Background: an optimization exercise with open tools, aiming at small area. Do not read the settings as production practice. The RTL was checked by simulation tests, not by an equivalence proof against the original design. No activity file was given, so power comes from the tool's default toggle rates.

Design snake_top, start of the top module:
module snake_top (
	input logic clk,
	input logic reset,
	input logic arrow_up,
	input logic arrow_down,
	input logic arrow_left,
	input logic arrow_right,
	output logic [7:0] led_segout,
	output logic [2:0] led_scanout,
	output logic [7:0] matrix_segout_r,
	output logic [7:0] matrix_segout_g,
	output logic [7:0] matrix_scanout
);
	logic [5:0] p;
	logic live;
	logic fresh;
	logic step;
	always_ff @(posedge clk or negedge reset) begin
		if (!reset) begin
			p <= 6'd63;
			live <= 1'b0;
			fresh <= 1'b1;
		end else begin
			p <= p + 6'd1;
			if (!p[0]) live <= 1'b1;
			if (p == 6'd6) fresh <= 1'b0;
		end
	end
	assign step = live && p == 6'd63;
	localparam logic [1:0] d_up = 2'd0;
	localparam logic [1:0] d_right = 2'd1;
	localparam logic [1:0] d_down = 2'd2;
	localparam logic [1:0] d_left = 2'd3;
	logic [1:0] want;
	logic [1:0] req;
	always_ff @(posedge clk or negedge reset) begin
		if (!reset) begin
			want <= d_down;
		end else begin
			if (!arrow_up) want <= d_up;
			else if (!arrow_down) want <= d_down;
			else if (arrow_left) want <= d_left;
			else if (arrow_right) want <= d_right;
		end
	end
	always_ff @(posedge clk) begin
		if (p == 6'd60) req <= want;
	end
	localparam logic [1:0] t_empty = 2'd0;
	logic [1:0] dir;
	logic [5:0] head;
	logic [5:0] tail;
	logic [1:0] tail_head;
	logic [5:0] apple;
	logic [5:0] cand;
	logic [7:0] rnd;
	logic [2:0] tens;
	logic [3:0] units;
	logic over;
	logic [15:0] crow [8];
	logic clr_on;
	logic [1:0] left_turn;
	logic [1:0] tail_turn;
	logic [1:0] next_dir;
	logic [1:0] turn;
	logic [1:0] tail_exit;
	logic [5:0] new_head;
	logic [5:0] new_tail;
	logic hit;
	logic at_apple;
	logic advance;
	logic eat;
	logic [7:0] rnd_step;
	logic cand_busy;
	logic at_addr;
	logic [5:0] clr;
	logic [5:0] left_cell;
	logic [5:0] addr;
	logic [2:0] addr_pos;
	logic [15:0] addr_row;
	logic occ;
	function automatic logic [5:0] move(input logic [5:0] c, input logic [1:0] d);
		move = c;
		case (d)
			d_up: move[5:3] = c[5:3] - 3'd1;
			d_down: move[5:3] = c[5:3] + 3'd1;
			d_left: move[2:0] = c[2:0] - 3'd1;
  ...
clock: 20.0 ns
lec_check: 0
cap_margin: 20
core_margin: 2
core_utilization: 60
cts_buf_list: sky130_fd_sc_hd__clkbuf_8
slew_margin: 20
standard.sh (not shown) runs the stock make flow with config.mk's settings and CLKGATE_MAP_FILE= SYNTH_SCRIPT=/design/flow/synth_recipe.tcl, a recipe that flattens the netlist after the stock synthesis.
==> flow/flow/run.sh <==
#!/bin/bash
# Layout flow: the standard synthesis, then the combinational logic is
# mapped again with stronger ABC area scripts (registers are left as they
# are: same instances, names and cell types), the smallest result is kept,
# and the standard flow runs on from floorplan to finish, with the
# smallest buffer for the port buffers.
set -euo pipefail
W=$(pwd)
R=$W/orfs/results/${FLOW_PLATFORM:-sky130hd}/snake_top/base
LIB=$FLOW_HOME/platforms/sky130hd/lib/sky130_fd_sc_hd__tt_025C_1v80.lib
YOSYS=$(command -v yosys || true)
[ -n "$YOSYS" ] || YOSYS=$FLOW_HOME/../tools/install/yosys/bin/yosys

bash standard.sh synth > $W/std_synth.log 2>&1
cp $R/1_2_yosys.v $W/synth_std.v

DU=$(sed -n '/DONT_USE_CELLS/,/^$/p' $FLOW_HOME/platforms/sky130hd/config.mk | grep -o 'sky130_fd_sc_hd__[a-z0-9_]*' | sed 's/^/-dont_use /' | tr '\n' ' ')
remap() {
	local s=$1
	local n=$(basename $s .script)
	cat > $W/remap_$n.ys <<EOS
read_liberty -ignore_miss_func $LIB
setattr -mod -set keep_hierarchy 1 sky130_fd_sc_hd__*df* sky130_fd_sc_hd__*dl*
read_verilog $W/synth_std.v
hierarchy -top $FLOW_TOP
flatten
opt -purge
abc -liberty $LIB $DU -script $s
opt_clean -purge
splitnets
opt_clean -purge
hilomap -singleton -hicell sky130_fd_sc_hd__conb_1 HI -locell sky130_fd_sc_hd__conb_1 LO
insbuf -buf sky130_fd_sc_hd__buf_1 A X
opt_clean -purge
select $FLOW_TOP
tee -o $W/remap_$n.stat stat -liberty $LIB
write_verilog -noattr -nohex -nodec -selected $W/remap_$n.v
EOS
	$YOSYS -s $W/remap_$n.ys > $W/remap_$n.log 2>&1 || true
}
# the ABC scripts: deep synthesis from several seeds, then area mapping
mkdir -p $W/abc
for seed in 0 2 3 4 5 6 7 8; do
	ds="&deepsyn -T 90"
	[ $seed -eq 0 ] || ds="$ds -S $seed"
	printf 'strash\n&get -n\n%s\n&put\nstrash\ndch\namap\n' "$ds" > $W/abc/abc_s${seed}.script
done
jobs_max=${NUM_CORES:-4}
for s in $W/abc/abc_*.script; do
	while [ "$(jobs -rp | wc -l)" -ge "$jobs_max" ]; do sleep 2; done
	remap $s &
done
wait

best=""
best_area=""
for s in $W/abc/abc_*.script; do
	n=$(basename $s .script)
	a=$(grep -o "Chip area for module '.$FLOW_TOP': [0-9.]*" $W/remap_$n.stat 2>/dev/null | awk '{print $NF}' || true)
	echo "$n $a" >> $W/remap_areas.txt
	if [ -n "$a" ] && { [ -z "$best_area" ] || awk "BEGIN{exit !($a < $best_area)}"; }; then
		best=$n
		best_area=$a
	fi
done

# the same registers, by instance name and cell type, or keep the standard netlist
regs() { grep -oE '^\s*sky130_fd_sc_hd__\S*(df|dl)\S*\s+\S+' "$1" | awk '{print $1, $2}' | sort; }
if [ -n "$best" ] && [ "$(regs $W/synth_std.v)" == "$(regs $W/remap_$best.v)" ]; then
	echo "using $best ($best_area)" >> $W/remap_areas.txt
	sleep 1
	cp $W/remap_$best.v $R/1_2_yosys.v
	touch $R/1_2_yosys.v
else
	echo "using the standard netlist" >> $W/remap_areas.txt
fi

# port buffers: the smallest buffer, which drives the 0.01 pF loads easily
export BUFFER_PORTS_ARGS="-buffer_cell sky130_fd_sc_hd__buf_1"
# clock tree options, if the version gives them
if [ -f $W/flow/cts_args.txt ]; then
	export CTS_ARGS="$(cat $W/flow/cts_args.txt)"
fi
bash standard.sh finish > $W/std_finish.log 2>&1
==> flow/flow/cts_args.txt <==
-sink_clustering_enable -repair_clock_nets -buf_list sky130_fd_sc_hd__clkbuf_8 -dont_use_dummy_load
The starting point finished clean.
==> next run, changes <==
--- a/flow/flow/run.sh
+++ b/flow/flow/run.sh
@@ -6 +6,2 @@
-# smallest buffer for the port buffers.
+# smallest buffer for the port buffers and, if flow/cts_args.txt exists,
+# the clock tree options it gives.
@@ -33 +34 @@
-insbuf -buf sky130_fd_sc_hd__buf_1 A X
+insbuf -buf sky130_fd_sc_hd__buf_4 A X
@@ -41,10 +42 @@
-# the ABC scripts: deep synthesis from several seeds, then area mapping
-mkdir -p $W/abc
-for seed in 0 2 3 4 5 6 7 8; do
-	ds="&deepsyn -T 90"
-	[ $seed -eq 0 ] || ds="$ds -S $seed"
-	printf 'strash\n&get -n\n%s\n&put\nstrash\ndch\namap\n' "$ds" > $W/abc/abc_s${seed}.script
-done
-jobs_max=${NUM_CORES:-4}
-for s in $W/abc/abc_*.script; do
-	while [ "$(jobs -rp | wc -l)" -ge "$jobs_max" ]; do sleep 2; done
+for s in $W/flow/abc_*.script; do
@@ -57 +49 @@
-for s in $W/abc/abc_*.script; do
+for s in $W/flow/abc_*.script; do
==> flow/flow/abc_b5.script (new file) <==
strash
&get -n
&deepsyn -T 90
&put
strash
&get -n
&dch -f
&nf -R 1000
&put
==> flow/flow/abc_c3.script (new file) <==
strash
&get -n
&deepsyn -T 90
&put
strash
dch
amap
==> flow/flow/abc_c4.script (new file) <==
strash
&get -n
&deepsyn -T 90 -S 2
&put
strash
&get -n
&dch -f
&nf -R 1000
&put
==> flow/flow/abc_d1.script (new file) <==
strash
&get -n
&deepsyn -T 90 -S 7
&put
strash
dch
amap
The new run finished clean; routed wire length goes up by 1.0%; non-clock buffer count does not change; maximum frequency rises by 0.34%; sequential power is about the same; cell area climbs by 0.33%; worst setup slack is better by 0.037 ns; clock power is about the same; sequential cell count is unchanged; cell count is higher by 2.0%; synthesized area barely changes; power barely changes.
==> next run, changes <==
--- a/flow/flow/run.sh
+++ b/flow/flow/run.sh
@@ -6,2 +6 @@
-# smallest buffer for the port buffers and, if flow/cts_args.txt exists,
-# the clock tree options it gives.
+# smallest buffer for the port buffers.
- ABC_AREA: unset -> 1
removed: flow/flow/cts_args.txt
The new run produced a clean layout.
Sequential share of layout area decreases by 1.6 points.
Utilization grows by 2.1 points.
Via count came out lower by a little under a tenth.
Clock skew came out lower by 0.031 ns.
Power climbs by roughly a tenth.
Wire length came out lower by a little under a tenth.
Critical path depth drops by 7.
Synthesized cell count decreases by a few percent.
Fmax is higher by a little under a tenth.
Global-route usage came out lower by 2.3 points.
Worst setup slack gets better by 0.78 ns.
==> next run, changes <==
--- a/flow/flow/run.sh
+++ b/flow/flow/run.sh
@@ -33 +33 @@
-insbuf -buf sky130_fd_sc_hd__buf_4 A X
+insbuf -buf sky130_fd_sc_hd__buf_1 A X
@@ -41 +41,10 @@
-for s in $W/flow/abc_*.script; do
+# the ABC scripts: deep synthesis from several seeds, then area mapping
+mkdir -p $W/abc
+for seed in 0 2 3 4 5 6 7 8; do
+	ds="&deepsyn -T 90"
+	[ $seed -eq 0 ] || ds="$ds -S $seed"
+	printf 'strash\n&get -n\n%s\n&put\nstrash\ndch\namap\n' "$ds" > $W/abc/abc_s${seed}.script
+done
+jobs_max=${NUM_CORES:-4}
+for s in $W/abc/abc_*.script; do
+	while [ "$(jobs -rp | wc -l)" -ge "$jobs_max" ]; do sleep 2; done
@@ -48 +57 @@
-for s in $W/flow/abc_*.script; do
+for s in $W/abc/abc_*.script; do
==> flow/flow/cts_args.txt (new file) <==
-sink_clustering_enable -repair_clock_nets -buf_list sky130_fd_sc_hd__clkbuf_8 -dont_use_dummy_load
- ABC_AREA: 1 -> unset
- CORE_UTILIZATION: 60 -> 65
removed: flow/flow/abc_b5.script
removed: flow/flow/abc_c3.script
removed: flow/flow/abc_c4.script
removed: flow/flow/abc_d1.script
The new run went through all stages and came out clean.
Critical path depth went up by 7.
Worst hold slack gets worse by 0.0065 ns.
Cell count went up by about 1.1%.
Worst setup slack gets worse by 0.81 ns.
==> next run, changes <==
--- a/flow/flow/run.sh
+++ b/flow/flow/run.sh
@@ -20 +20,2 @@
-	local n=$(basename $s .script)
+	local n=$2
+	local in=$3
@@ -24 +25 @@
-read_verilog $W/synth_std.v
+read_verilog $in
@@ -47,0 +49 @@
+printf 'strash\ndc2\ndch\namap\n' > $W/abc/again_dc2.script
@@ -51 +53 @@
-	remap $s &
+	remap $s $(basename $s .script) $W/synth_std.v &
@@ -54,0 +57,3 @@
+area_of() {
+	grep -o "Chip area for module '.$FLOW_TOP': [0-9.]*" $W/remap_$1.stat 2>/dev/null | awk '{print $NF}' || true
+}
@@ -57,4 +62,3 @@
-for s in $W/abc/abc_*.script; do
-	n=$(basename $s .script)
-	a=$(grep -o "Chip area for module '.$FLOW_TOP': [0-9.]*" $W/remap_$n.stat 2>/dev/null | awk '{print $NF}' || true)
-	echo "$n $a" >> $W/remap_areas.txt
+consider() {
+	local a=$(area_of $1)
+	echo "$1 $a" >> $W/remap_areas.txt
@@ -62 +66 @@
-		best=$n
+		best=$1
@@ -64,0 +69,14 @@
+}
+for s in $W/abc/abc_*.script; do
+	consider $(basename $s .script)
+done
+
+# two more passes over the best netlist so far, which still gain a little
+for pass in 2 3; do
+	if [ -z "$best" ]; then break; fi
+	from=$best
+	remap $W/abc/abc_s0.script pass${pass}_s0 $W/remap_$from.v &
+	remap $W/abc/again_dc2.script pass${pass}_dc2 $W/remap_$from.v &
+	wait
+	consider pass${pass}_s0
+	consider pass${pass}_dc2
- CORE_UTILIZATION: 65 -> 60
Result: The new run finished with timing, DRC and antenna clean. Clock skew climbs by 0.0066 ns. Synthesized area drops by about 0.6%. Power barely changes. Die area climbs by about 7%. Sequential share of layout area barely changes.

==> static timing again, ports no longer ideal <==
The flow's constraints put no driver on any port. The routed layouts listed below were extracted and timed again, unchanged, in two steps. Step 1: set_driving_cell puts a clkbuf_16 on clk and a buf_2 on each other input, an assumption about the parent block. Step 2 moves the port delays by t, midway between the first and last clock arrival at a register: inputs arrive t later, outputs are due t later. That takes back most of the time a late clock gives input paths. Slacks: no drivers / after step 1 / after step 2; pairs: no drivers / after step 1.
run	t, ns	setup slack, ns	worst hold slack (ns)	worst setup path at the end	worst slew at a driven data input, ns
the first run	0.501	9.062 / 9.062 / 9.062	0.326 / 0.326 / 0.326	register to register	0.03
the second run	0.482	9.099 / 9.099 / 9.099	0.331 / 0.331 / 0.331	register to register	0.03
the third run	0.514	9.879 / 9.879 / 9.879	0.343 / 0.343 / 0.343	register to register	0.03
the fourth run	0.510	9.069 / 9.069 / 9.069	0.337 / 0.337 / 0.337	register to register	0.04
the fifth run	0.495	8.889 / 8.889 / 8.889	0.319 / 0.319 / 0.319	register to register	0.03
After both steps setup and hold are still met in every run listed.
